What follows belongs to an exercise in optimizing a design on an open flow for small area and a short achievable clock period; a production flow would make more cautious choices. In this exercise RTL edits were held to simulation tests only and were not proved equivalent to the original. Power is estimated from default activity; no workload was simulated.

## build 12
==> flow/design.v (excerpt) <==
module video_ctrl_top (
    input  logic                           clk,
    input  logic                           reset_n,
    input  logic                           reg_wr,
    input  logic [video_pkg::ADDR_W-1:0]   reg_addr,
    input  logic [video_pkg::DATA_W-1:0]   reg_wdata,
    output logic                           mem_req,
    output logic [video_pkg::ADDR_W-1:0]   mem_addr,
    input  logic                           mem_credit,
    input  logic                           mem_rsp_valid,
    input  logic [video_pkg::DATA_W-1:0]   mem_rsp_data,
    output logic [3:0]                     sync,     
    output logic [23:0]                    rgb       
);
make LEC_CHECK=0 CAP_MARGIN=20 CORE_MARGIN=2 CORE_UTILIZATION=40 SETUP_SLACK_MARGIN=5 SLEW_MARGIN=20 finish   # period 9.0 ns
run.sh (not shown) runs the stock make flow with config.mk's settings and CLKGATE_MAP_FILE= SYNTH_SCRIPT=/design/flow/synth_recipe.tcl, a recipe that flattens the netlist after the stock synthesis.
### build 12 -> build 74
# build 12
export LEC_CHECK = 0
export CAP_MARGIN = 20
export CORE_MARGIN = 2
export CORE_UTILIZATION = 40
export SETUP_SLACK_MARGIN = 5
export SLEW_MARGIN = 20
create_clock -name core_clock -period 9.0 [get_ports {clk}]
# build 74
export LEC_CHECK = 0
export CAP_MARGIN = 20
export CORE_MARGIN = 2
export CORE_UTILIZATION = 55
export SETUP_SLACK_MARGIN = 5
export SLEW_MARGIN = 20
create_clock -name core_clock -period 9.0 [get_ports {clk}]
==> flow/flow/run.sh (new file) <==
#!/bin/bash
# Standard ORFS layout with fast port buffers and no CTS dummy loads.
set -euo pipefail
bash standard.sh \
  "BUFFER_PORTS_ARGS=-buffer_cell sky130_fd_sc_hd__buf_2" \
  "CTS_ARGS=-sink_clustering_enable -repair_clock_nets -dont_use_dummy_load -sink_clustering_size 24 -sink_clustering_max_diameter 150" \
  "SETUP_SLACK_MARGIN=5.85" \
  finish > standard.log 2>&1
==> flow/standard.sh (new file) <==
#!/bin/bash
# synth_recipe.tcl (not shown) runs the flow's synth.tcl, then flattens the netlist and writes it again
# the make line also repeats each setting of config.mk as NAME=value (left out here)
make -C /OpenROAD-flow-scripts/flow DESIGN_CONFIG=/design/flow/config.mk WORK_HOME=/design/flow/orfs CLKGATE_MAP_FILE= SYNTH_SCRIPT=/design/flow/synth_recipe.tcl "${@:-finish}"
removed: flow/run.sh
Taking build 12 as the reference, in build 74 clock-buffer cell count fell by about 70%; number of buffers inserted for hold repair after clock tree synthesis stayed essentially flat; clock period minus worst slack fell by 0.59 ns.
Summary of the comparison: combinational power share is higher in build 74, relative to build 12.
Critical path's largest stage delay on build 74 is down relative to build 12.
Between build 74 and build 12, it is build 74 whose worst voltage drop across the vdd grid is higher, by 0.033 mV.
Per the comparison of build 74 with build 12, number of buffers added for setup after CTS higher; fmax higher.
Sequential fraction of total cell area ended up 3.6 points higher on build 74 than on build 12.
Changes observed in build 74 relative to build 12: met2 layer wire length in the routed design increased 760 µm, total track usage increased 6.7 points.
Input-level comparison between build 79 and build 74:
# build 74
export LEC_CHECK = 0
export CAP_MARGIN = 20
export CORE_MARGIN = 2
export CORE_UTILIZATION = 55
export SETUP_SLACK_MARGIN = 5
export SLEW_MARGIN = 20
create_clock -name core_clock -period 9.0 [get_ports {clk}]
# build 79
export LEC_CHECK = 0
export CAP_MARGIN = 20
export CORE_MARGIN = 2
export CORE_UTILIZATION = 40
export SETUP_SLACK_MARGIN = 5
export SLEW_MARGIN = 20
create_clock -name core_clock -period 9.0 [get_ports {clk}]
==> flow/flow/run.sh <==
#!/bin/bash
# Standard ORFS layout with fast port buffers and no CTS dummy loads.
set -euo pipefail
bash standard.sh \
  "BUFFER_PORTS_ARGS=-buffer_cell sky130_fd_sc_hd__buf_2" \
  "CTS_ARGS=-sink_clustering_enable -repair_clock_nets -dont_use_dummy_load -sink_clustering_size 20 -sink_clustering_max_diameter 120" \
  "SETUP_SLACK_MARGIN=5.85" \
  finish > standard.log 2>&1
Build 79 did not stop at any stage, and its layout met the timing, DRC and antenna checks.
Build 79 vs build 74, final clock period utilization by the worst path went down by 0.53 points.
Run comparison: build 79 launching element of the worst setup path reg_wdata[4]; build 74 launching element of the worst setup path reg_addr[21]
[build 79] critical path depth rose 4 relative to build 74
Compared with build 74, in build 79 non-clock inverter count in the final layout rose 1, average wire per cell in the routed design shrank by about 6.5%, total global routing track utilization has decreased.
Between build 79 and build 74, it is build 79 whose multi-input gate share of total cell area is lower, by 0.48 points.
Against build 74, power in build 79 came out worse.
Input changes introduced in build 45 (baseline for comparison: build 79):
==> flow/flow/run.sh <==
#!/bin/bash
# Standard ORFS layout with fast port buffers and no CTS dummy loads.
set -euo pipefail
bash standard.sh \
  "BUFFER_PORTS_ARGS=-buffer_cell sky130_fd_sc_hd__buf_2" \
  "CTS_ARGS=-sink_clustering_enable -repair_clock_nets -dont_use_dummy_load -sink_clustering_size 24 -sink_clustering_max_diameter 150" \
  "SETUP_SLACK_MARGIN=6" \
  finish > standard.log 2>&1
Notes after the runs:
- In build 45 the final instance area turned out 2.2% higher than in build 79.
- Area added between synthesis and finish: build 45 higher than build 79
- Having completed the whole flow, build 45 delivered a layout that passed the timing, DRC and antenna checks.
- Total power: build 45 above build 79

## re-timing with driven ports
Ports are ideal in the flow. The routed layouts listed here were re-timed in OpenROAD.
Step 1 (the two cells are an assumption about what drives the block):
set clk [get_ports {clk}]
set_driving_cell -lib_cell sky130_fd_sc_hd__clkbuf_16 $clk
set_driving_cell -lib_cell sky130_fd_sc_hd__buf_2 [delete_from_list [all_inputs] $clk]
Step 2 also shifts input and output timing later by t, the mid clock arrival at the registers, as if the neighbouring blocks saw the same clock.
a / b / c = no drivers / after step 1 / after step 2; a / b = the first two.
run | t (ns) | setup WS [ns] | clock arrival spread, ns
build 12 | 0.694 | 5.304 / 5.270 / 4.577 | 0.060 / 0.059
build 74 | 0.620 | 5.891 / 5.898 / 5.310 | 0.067 / 0.066
build 79 | 0.652 | 5.938 / 5.899 / 5.335 | 0.102 / 0.101
build 45 | 0.620 | 5.955 / 5.921 / 5.423 | 0.116 / 0.115
After both steps setup and hold are still met in every run listed. For build 12, which loses most, drivers alone change the setup slack by -0.034 ns; drivers and shift together by -0.727 ns.
